From an optimization exercise on the open Yosys and OpenROAD flow, aimed at small area, a short achievable clock period and few clock cycles per item; shortcuts taken in it are not production practice.
The RTL was checked by simulation tests, not by an equivalence proof against the original design.

### flow/design.v
package alu_isa_pkg;
    localparam int word_width = 32;
    localparam int div_steps = 32;
    localparam int div_cnt_width = $clog2(div_steps);
    typedef logic [word_width-1:0] word_t;
    typedef enum logic [4:0] {
        OP_ADDU,
        OP_SUBU,
        OP_AND,
        OP_OR,
        OP_XOR,
        OP_NOR,
        OP_SLT,
        OP_SLTU,
        OP_SLL,
        OP_SRL,
        OP_SRA,
        OP_MULT,
        OP_MULTU,
        OP_DIV,
        OP_DIVU,
        OP_MFHI,
        OP_MFLO,
        OP_MTHI,
        OP_MTLO
    } alu_op_e;
endpackage
package alu_link_pkg;
    typedef struct packed {
        logic [4:0]                           op;
        logic [31:0] src_a;
        logic [31:0] src_b;
    } alu_cmd_t;
    typedef struct packed {
        logic                                 done;
        logic [31:0] result;
    } alu_resp_t;
    typedef struct packed {
        logic [31:0] dividend;
        logic [31:0] divisor;
        logic                                 is_signed;
    } div_req_t;
endpackage
module req_port (
    input  logic                   clk,
    input  logic                   rst,
    input  logic                   req_i,
    input  alu_link_pkg::alu_cmd_t cmd_i,
    input  logic                   release_i,
    output logic                   start_o,
    output alu_link_pkg::alu_cmd_t cmd_o
);
    logic idle_q;
    logic accept;
    assign accept = req_i && idle_q;
    always_ff @(posedge clk) begin
        if (rst) begin
            idle_q  <= 1'b1;
            start_o <= 1'b0;
        end else begin
            start_o <= 1'b0;
            if (accept) begin
                start_o <= 1'b1;
                idle_q  <= 1'b0;
            end else if (release_i) begin
                idle_q <= 1'b1;
            end
        end
    end
    always_ff @(posedge clk) begin
        if (accept) begin
            cmd_o <= cmd_i;
        end
    end
endmodule
module div_iter (
    input  logic                   clk,
    input  logic                   rst,
    input  logic                   start_i,
    input  alu_link_pkg::div_req_t req_i,
    output logic                   done_o,
    output alu_isa_pkg::word_t     quotient_o,
    output alu_isa_pkg::word_t     remainder_o
);
    typedef enum logic [1:0] {
        DIV_IDLE,
        DIV_ZERO,
        DIV_RUN,
        DIV_FIX
    } div_state_e;
    div_state_e               state_q;
    logic [alu_isa_pkg::div_cnt_width-1:0] step_q;
    alu_isa_pkg::word_t rem_q;
    alu_isa_pkg::word_t quot_q;
    alu_isa_pkg::word_t dvsr_q;
    logic  neg_quot_q;
    logic  neg_rem_q;
    logic          dividend_neg;
    logic          divisor_neg;
    alu_isa_pkg::word_t         dividend_mag;
    alu_isa_pkg::word_t         divisor_mag;
    logic [alu_isa_pkg::word_width:0] shifted;
    logic [alu_isa_pkg::word_width:0] diff;
    assign dividend_neg = req_i.is_signed && req_i.dividend[alu_isa_pkg::word_width-1];
    assign divisor_neg  = req_i.is_signed && req_i.divisor[alu_isa_pkg::word_width-1];
    assign dividend_mag = dividend_neg ? -req_i.dividend : req_i.dividend;
    assign divisor_mag  = divisor_neg ? -req_i.divisor : req_i.divisor;
    assign shifted = {rem_q, quot_q[alu_isa_pkg::word_width-1]};
    assign diff    = shifted - {1'b0, dvsr_q};
    always_ff @(posedge clk) begin
        if (rst) begin
            state_q <= DIV_IDLE;
            step_q  <= '0;
        end else begin
            case (state_q)
                DIV_IDLE: begin
                    step_q <= '0;
                    if (start_i) begin
                        state_q <= (req_i.divisor == '0) ? DIV_ZERO : DIV_RUN;
                    end
                end
                DIV_RUN: begin
                    step_q <= step_q + 1'b1;
                    if (step_q == (alu_isa_pkg::div_steps - 1)) begin
                        state_q <= DIV_FIX;
                    end
                end
                default: state_q <= DIV_IDLE;
            endcase
        end
    end
    always_ff @(posedge clk) begin
        if (state_q == DIV_IDLE && start_i) begin
            dvsr_q <= divisor_mag;
            if (req_i.divisor == '0) begin
                quot_q     <= '1;
                rem_q      <= req_i.dividend;
                neg_quot_q <= 1'b0;
                neg_rem_q  <= 1'b0;
            end else begin
                quot_q     <= dividend_mag;
                rem_q      <= '0;
                neg_quot_q <= dividend_neg ^ divisor_neg;
                neg_rem_q  <= dividend_neg;
            end
        end else if (state_q == DIV_RUN) begin
            if (!diff[alu_isa_pkg::word_width]) begin
                rem_q  <= diff[alu_isa_pkg::word_width-1:0];
                quot_q <= {quot_q[alu_isa_pkg::word_width-2:0], 1'b1};
            end else begin
                rem_q  <= shifted[alu_isa_pkg::word_width-1:0];
                quot_q <= {quot_q[alu_isa_pkg::word_width-2:0], 1'b0};
            end
        end
    end
    assign done_o      = (state_q == DIV_ZERO) || (state_q == DIV_FIX);
    assign quotient_o  = neg_quot_q ? -quot_q : quot_q;
    assign remainder_o = neg_rem_q ? -rem_q : rem_q;
endmodule
module exec_core (
    input  logic                    clk,
    input  logic                    rst,
    input  logic                    start_i,
    input  alu_link_pkg::alu_cmd_t  cmd_i,
    output alu_link_pkg::alu_resp_t resp_o
);
    alu_isa_pkg::word_t hi_q;
    alu_isa_pkg::word_t lo_q;
    logic  done_q;
    alu_isa_pkg::word_t result_q;
    logic     is_div;
    logic     mul_signed;
    logic [4:0] shamt;
    logic [2*alu_isa_pkg::word_width-1:0] mul_a;
    logic [2*alu_isa_pkg::word_width-1:0] mul_b;
    logic [2*alu_isa_pkg::word_width-1:0] product;
    alu_isa_pkg::word_t alu_res;
    alu_isa_pkg::word_t hi_d;
    alu_isa_pkg::word_t lo_d;
    logic  hi_we;
    logic  lo_we;
    logic     div_start;
    alu_link_pkg::div_req_t div_req;
    logic     div_done;
    alu_isa_pkg::word_t    div_quot;
    alu_isa_pkg::word_t    div_rem;
    assign is_div     = (cmd_i.op == alu_isa_pkg::OP_DIV) || (cmd_i.op == alu_isa_pkg::OP_DIVU);
    assign mul_signed = (cmd_i.op == alu_isa_pkg::OP_MULT);
    assign shamt      = cmd_i.src_b[4:0];
    assign mul_a   = {{alu_isa_pkg::word_width{mul_signed && cmd_i.src_a[alu_isa_pkg::word_width-1]}}, cmd_i.src_a};
    assign mul_b   = {{alu_isa_pkg::word_width{mul_signed && cmd_i.src_b[alu_isa_pkg::word_width-1]}}, cmd_i.src_b};
    assign product = mul_a * mul_b;
    always_comb begin
        alu_res = '0;
        hi_d    = hi_q;
        lo_d    = lo_q;
        hi_we   = 1'b0;
        lo_we   = 1'b0;
        case (cmd_i.op)
            alu_isa_pkg::OP_ADDU: alu_res = cmd_i.src_a + cmd_i.src_b;
            alu_isa_pkg::OP_SUBU: alu_res = cmd_i.src_a - cmd_i.src_b;
            alu_isa_pkg::OP_AND:  alu_res = cmd_i.src_a & cmd_i.src_b;
            alu_isa_pkg::OP_OR:   alu_res = cmd_i.src_a | cmd_i.src_b;
            alu_isa_pkg::OP_XOR:  alu_res = cmd_i.src_a ^ cmd_i.src_b;
            alu_isa_pkg::OP_NOR:  alu_res = ~(cmd_i.src_a | cmd_i.src_b);
            alu_isa_pkg::OP_SLT:  alu_res = {31'b0, $signed(cmd_i.src_a) < $signed(cmd_i.src_b)};
            alu_isa_pkg::OP_SLTU: alu_res = {31'b0, cmd_i.src_a < cmd_i.src_b};
            alu_isa_pkg::OP_SLL:  alu_res = cmd_i.src_a << shamt;
            alu_isa_pkg::OP_SRL:  alu_res = cmd_i.src_a >> shamt;
            alu_isa_pkg::OP_SRA:  alu_res = $signed(cmd_i.src_a) >>> shamt;
            alu_isa_pkg::OP_MULT, alu_isa_pkg::OP_MULTU: begin
                hi_we   = 1'b1;
                lo_we   = 1'b1;
                hi_d    = product[2*alu_isa_pkg::word_width-1:alu_isa_pkg::word_width];
                lo_d    = product[alu_isa_pkg::word_width-1:0];
                alu_res = product[alu_isa_pkg::word_width-1:0];
            end
            alu_isa_pkg::OP_MFHI: alu_res = hi_q;
            alu_isa_pkg::OP_MFLO: alu_res = lo_q;
            alu_isa_pkg::OP_MTHI: begin
                hi_we   = 1'b1;
                hi_d    = cmd_i.src_a;
                alu_res = lo_q;
            end
            alu_isa_pkg::OP_MTLO: begin
                lo_we   = 1'b1;
                lo_d    = cmd_i.src_a;
                alu_res = cmd_i.src_a;
            end
            default: alu_res = '0;
        endcase
    end
    assign div_start = start_i && is_div;
    assign div_req.dividend  = cmd_i.src_a;
    assign div_req.divisor   = cmd_i.src_b;
    assign div_req.is_signed = (cmd_i.op == alu_isa_pkg::OP_DIV);
    div_iter u_div_iter (
        .clk         (clk),
        .rst         (rst),
        .start_i     (div_start),
        .req_i       (div_req),
        .done_o      (div_done),
        .quotient_o  (div_quot),
        .remainder_o (div_rem)
    );
    always_ff @(posedge clk) begin
        if (rst) begin
            hi_q   <= '0;
            lo_q   <= '0;
            done_q <= 1'b0;
        end else begin
            done_q <= 1'b0;
            if (start_i && !is_div) begin
                done_q <= 1'b1;
                if (hi_we) begin
                    hi_q <= hi_d;
                end
                if (lo_we) begin
                    lo_q <= lo_d;
                end
            end else if (div_done) begin
                done_q <= 1'b1;
                hi_q   <= div_rem;
                lo_q   <= div_quot;
            end
        end
    end
    always_ff @(posedge clk) begin
        if (start_i && !is_div) begin
            result_q <= alu_res;
        end else if (div_done) begin
            result_q <= div_quot;
        end
    end
    assign resp_o.done   = done_q;
    assign resp_o.result = result_q;
endmodule
module resp_port (
    input  logic                    clk,
    input  logic                    rst,
    input  logic                    req_i,
    input  alu_link_pkg::alu_resp_t resp_i,
    output logic                    ack_o,
    output alu_isa_pkg::word_t      result_o,
    output logic                    release_o
);
    logic drop_ack;
    assign drop_ack = ack_o && !req_i;
    always_ff @(posedge clk) begin
        if (rst) begin
            ack_o     <= 1'b0;
            release_o <= 1'b0;
        end else begin
            release_o <= 1'b0;
            if (resp_i.done) begin
                ack_o <= 1'b1;
            end else if (drop_ack) begin
                ack_o     <= 1'b0;
                release_o <= 1'b1;
            end
        end
    end
    always_ff @(posedge clk) begin
        if (resp_i.done) begin
            result_o <= resp_i.result;
        end
    end
endmodule
module alu_unit_top (
    input  logic        clk,
    input  logic        rst,
    input  logic        req_i,
    input  logic [68:0] cmd_i,
    output logic        ack_o,
    output logic [31:0] result_o
);
    logic                    core_start;
    alu_link_pkg::alu_cmd_t  core_cmd;
    alu_link_pkg::alu_resp_t core_resp;
    logic                    release_pulse;
    req_port u_req_port (
        .clk       (clk),
        .rst       (rst),
        .req_i     (req_i),
        .cmd_i     (cmd_i),
        .release_i (release_pulse),
        .start_o   (core_start),
        .cmd_o     (core_cmd)
    );
    exec_core u_exec_core (
        .clk     (clk),
        .rst     (rst),
        .start_i (core_start),
        .cmd_i   (core_cmd),
        .resp_o  (core_resp)
    );
    resp_port u_resp_port (
        .clk       (clk),
        .rst       (rst),
        .req_i     (req_i),
        .resp_i    (core_resp),
        .ack_o     (ack_o),
        .result_o  (result_o),
        .release_o (release_pulse)
    );
endmodule
### flow/run.sh
#!/bin/bash
# synth_recipe.tcl (not shown) runs the flow's synth.tcl, then flattens the netlist and writes it again
# the make line also repeats each setting of config.mk as NAME=value (left out here)
make -C /OpenROAD-flow-scripts/flow DESIGN_CONFIG=/design/flow/config.mk WORK_HOME=/design/flow/orfs CLKGATE_MAP_FILE= SYNTH_SCRIPT=/design/flow/synth_recipe.tcl finish
### flow/config.mk
export PLATFORM = sky130hd
export DESIGN_NAME = alu_unit_top
export DESIGN_NICKNAME = alu_unit_top
export VERILOG_FILES = /design/flow/design.v
export SDC_FILE = /design/flow/constraint.sdc
export NUM_CORES = 4
export LEC_CHECK = 0
export CAP_MARGIN = 20
export CORE_MARGIN = 2
export CORE_UTILIZATION = 40
export SLEW_MARGIN = 20
### flow/constraint.sdc
create_clock -name core_clock -period 11.5 [get_ports {clk}]
set_input_delay 2.3000 -clock core_clock [delete_from_list [all_inputs] [get_ports {clk}]]
set_output_delay 2.3000 -clock core_clock [all_outputs]
set_load 0.01 [all_outputs]
==> reports/qor.txt <==
fin crit period: 10.16 ns
syn avg cell area: 8.63 sq um
Overflow after GRT: 0
CTS hold repair buffers: 0
fmax: 98.5 MHz
Layout area overhead: 7.94%
kind of critical path: reg -> reg
# IOs: 105
Critical Path RT: 11.97 ns
deepest clock path buffer count: 3
DRT Pass-1 Iters: 9
mux cell area share after synthesis: 2.86%
synthesis-stage register bit count: 307
drt wl/cell: 31.2 um
asr flop ratio synth: 0%
r2r endpoint: u_exec_core.hi_q[25]$_SDFFE_PP0P_
RSZ-0062 raised after global routing: false
Detailed Route WL: 290000 um
Starting DRT DRC Count: 6681
kind of end point of the critical path: flip-flop
Die X: 401 um
vias after detailed routing: 56200
largest net degree at the start of global routing: 61
final hold vios: 0
yosys warns: 4
met3 GRT Util: 8.70%
DP HPWL: 224000 um
TritonCTS clock tree: built
number of enable flip-flop cells after synthesis: 231
largest family of logic cells by synthesized area: adder cells
syn_nets: 8863
sequential standard cell area: 8460 sq um
Die Span Y: 401 um
status: complete, no violations
root buffer cell: clkbuf_16
WP data arrival: 10.63 ns
Post-Syn Instances: 7316
Crit Path Max Fanout: 19
GRT Util Overall: 35.9%
xor and xnor area share after synthesis: 3.08%
DP Worst Slack: 1.48 ns
Reg2Reg Depth: 26
GR Layer Usage met1: 46.6%
crit start category: flip-flop
Max-cap violations: 0
Initial Util: 40.3%
Seq/Total Area, Yosys: 13.4%
start of the worst register-to-register path: u_req_port.cmd_o[68]$_DFFE_PP_
Slew HR: 20.4%
Worst Tran Pin Value: 1.19 ns
placed cell count: 9202
total CTS buffers: 41
gpl congestion: 1.05
ANT nets after route: 0
Slew Limit Fails: 0
first-pass GRT wire length: 416000 um
hold_ws: 0.417 ns
CTS sink cnt: 307
Worst Hold Class: reg -> reg
final setup margin: 1.34 ns
flop-to-flop setup slack: 1.34 ns
postcts setup bufs: 0
Setup Skew: 0.0747 ns
setup TNS: 0 ns
CTS H-tree lvls: 2
final cell count without fillers: 9282
# setup viols final: 0
met2 Use GR: 54.1%
Post-Synth Simple-Gate Area: 14.4%
# fillers: 15500
cell area after synthesis: 63200 sq um
cts repair resizes: 0
min-delay src: u_exec_core.result_q[15]$_DFFE_PP_
Hold Path End: u_resp_port.result_o[15]$_DFFE_PP_
worst skew pair latency: 0.69 ns
vias in the first global route: 57200
Tcrit/Tclk final: 88.3%
die area: 161000 sq um
footprint of the multi-input gates: 48100 sq um
GR peak layer: met2
initial antenna violation count: 21
Rows: 145
Netlist cell types: 93
DRC violations left: 0
final net count: 8736
Core Region: 157000 sq um
post-synthesis compound-gate area fraction: 12.9%
Main synth FF type: edfxtp_1
Synth Area in Adders: 42.6%
CTS clk-pin slew, worst paths: 0.07 ns
Via density: 6.05
layout cells sized above 1: 5.91%
hold path depth: 0
count of input and output buffers: 104
==> worst max-delay path, cell delays in order (launching register included) <==
cell	delay, ns
edfxtp_1	0.63
nor2b_1	0.29
nand2_1	0.15
buf_4	0.30
nor2_1	0.54
nand3_1	0.28
inv_1	0.16
fa_1	0.48
fa_1	0.63
fa_1	0.53
inv_1	0.44
fa_1	0.53
fa_1	0.51
fa_1	0.58
fa_1	0.43
fa_1	0.49
inv_1	0.05
ha_1	0.34
inv_1	0.19
o21bai_1	0.10
a21oi_1	0.24
or3b_2	0.47
o21ai_1	0.39
a21oi_1	0.23
a221oi_2	0.58
nor4b_1	0.31
a311oi_1	0.09
==> registers in the layout, summed over array words and instances (netlist names), 2 cells and up <==
register	flops
u_exec_core.hi_q	32
u_exec_core.lo_q	32
u_exec_core.result_q	32
u_exec_core.u_div_iter.dvsr_q	32
u_exec_core.u_div_iter.quot_q	32
u_exec_core.u_div_iter.rem_q	32
u_exec_core.u_div_iter.state_q	2
u_exec_core.u_div_iter.step_q	5
u_req_port.cmd_o	69
u_resp_port.result_o	32
==> layout by cell type, fill, tap and decap left out, types with 58 or more instances in the layout <==
cell,instances
xnor2_1,157
nor2_1,664
dfxtp_1,75
nand3_1,81
buf_4,203
mux4_2,58
ha_1,347
clkdlybuf4s50_1,103
inv_1,1303
edfxtp_1,231
nor3_1,64
a21oi_1,315
a21o_1,61
xor2_1,65
fa_1,1128
nand2_1,1079
o21ai_0,282
==> layer usage <==
layer / share of wire [%] / up-vias
met5: 0.033 / -
met4: 7.7 / 14
met3: 11 / 828
met2: 43 / 3370
met1: 39 / 28800
li1: - / 23200
==> Yosys cell counts, types with 28 or more instances <==
cell	instances	area, sq um
inv_1	1306	4900
fa_1	1128	22600
nand2_1	1081	4060
nor2_1	671	2520
clkbuf_1	370	1390
ha_1	347	4340
a21oi_1	316	1580
o21ai_0	284	1420
edfxtp_1	231	6940
xnor2_1	157	1380
buf_1	98	368
nand3_1	82	410
dfxtp_1	76	1520
nor3_1	71	355
xor2_1	65	569
a21o_1	61	458
mux4_2	58	1310
o211ai_1	51	383
nand4_1	48	300
a221oi_1	44	385
mux2i_1	43	430
a211oi_1	42	315
o22ai_1	40	250
a31oi_1	39	244
o31ai_1	38	285
a22oi_1	32	240
nand2b_1	31	194
nor4_1	31	194
or3_1	31	194
o221ai_1	28	245
==> cells by family after synthesis <==
group | after synthesis
fa+ha+maj | 1475
simple gates | 2160
xor+xnor | 222
mux | 107
compound gates | 1238
buf+inv | 1807
flops | 307
==> area by class of cell <==
class / count / area share [%]
well taps: 2058 / 3.78
diodes: 3 / 0.0110
clock buffers: 48 / 1.57
multi-input cells: 5202 / 70.5
inverters: 1323 / 7.29
clock inverters: 27 / 0.521
flip-flops and latches: 307 / 12.4
repair buffers: 314 / 3.94
==> worst max-delay path by stage <==
stage,from,end,slack (ns),cells after the start
2_1_floorplan,u_req_port.cmd_o[2]$_DFFE_PP_,u_exec_core.hi_q[30]$_SDFFE_PP0P_,2.43,33
3_3_place_gp,u_req_port.cmd_o[68]$_DFFE_PP_,u_exec_core.hi_q[27]$_SDFFE_PP0P_,1.19,28
3_5_place_dp,u_req_port.cmd_o[68]$_DFFE_PP_,u_exec_core.hi_q[25]$_SDFFE_PP0P_,1.48,26
4_1_cts,u_req_port.cmd_o[68]$_DFFE_PP_,u_exec_core.hi_q[25]$_SDFFE_PP0P_,1.44,26
5_1_grt,u_req_port.cmd_o[68]$_DFFE_PP_,u_exec_core.hi_q[31]$_SDFFE_PP0P_,0.85,27
6_report,u_req_port.cmd_o[68]$_DFFE_PP_,u_exec_core.hi_q[25]$_SDFFE_PP0P_,1.34,26
==> per-stage QoR <==
| step | instance area [sq um] | utilization (%) |
|---|---|---|
| 2_1_floorplan | 63200 | - |
| 3_3_place_gp | 66700 | 42.6 |
| 3_5_place_dp | 66700 | 42.6 |
| 4_1_cts | 68100 | 43.5 |
| 5_1_grt | 68200 | 43.5 |
| 6_report | 68200 | 43.5 |
Testbench counts, summed over its fixed seeds: cycles 18,137, items 2,400.

re-timing with driven ports:
Ports are ideal in the flow. The routed layout listed here was re-timed in OpenROAD.
Step 1, drivers: a clkbuf_16 drives clk and a buf_2 each remaining input, both assumed.
Step 2 also shifts input and output timing later by t, the mid clock arrival at the registers, as if the neighbouring blocks saw the same clock.
Slacks: no drivers / after step 1 / after step 2; pairs: no drivers / after step 1.
shift t [ns]: 0.734
slack for setup (ns): 1.343 / 1.343 / 1.343
clock arrival spread, ns: 0.075 / 0.075
After both steps this run still meets setup and hold. For this run, drivers alone change the setup slack by 0.000 ns; drivers and shift together by 0.000 ns.
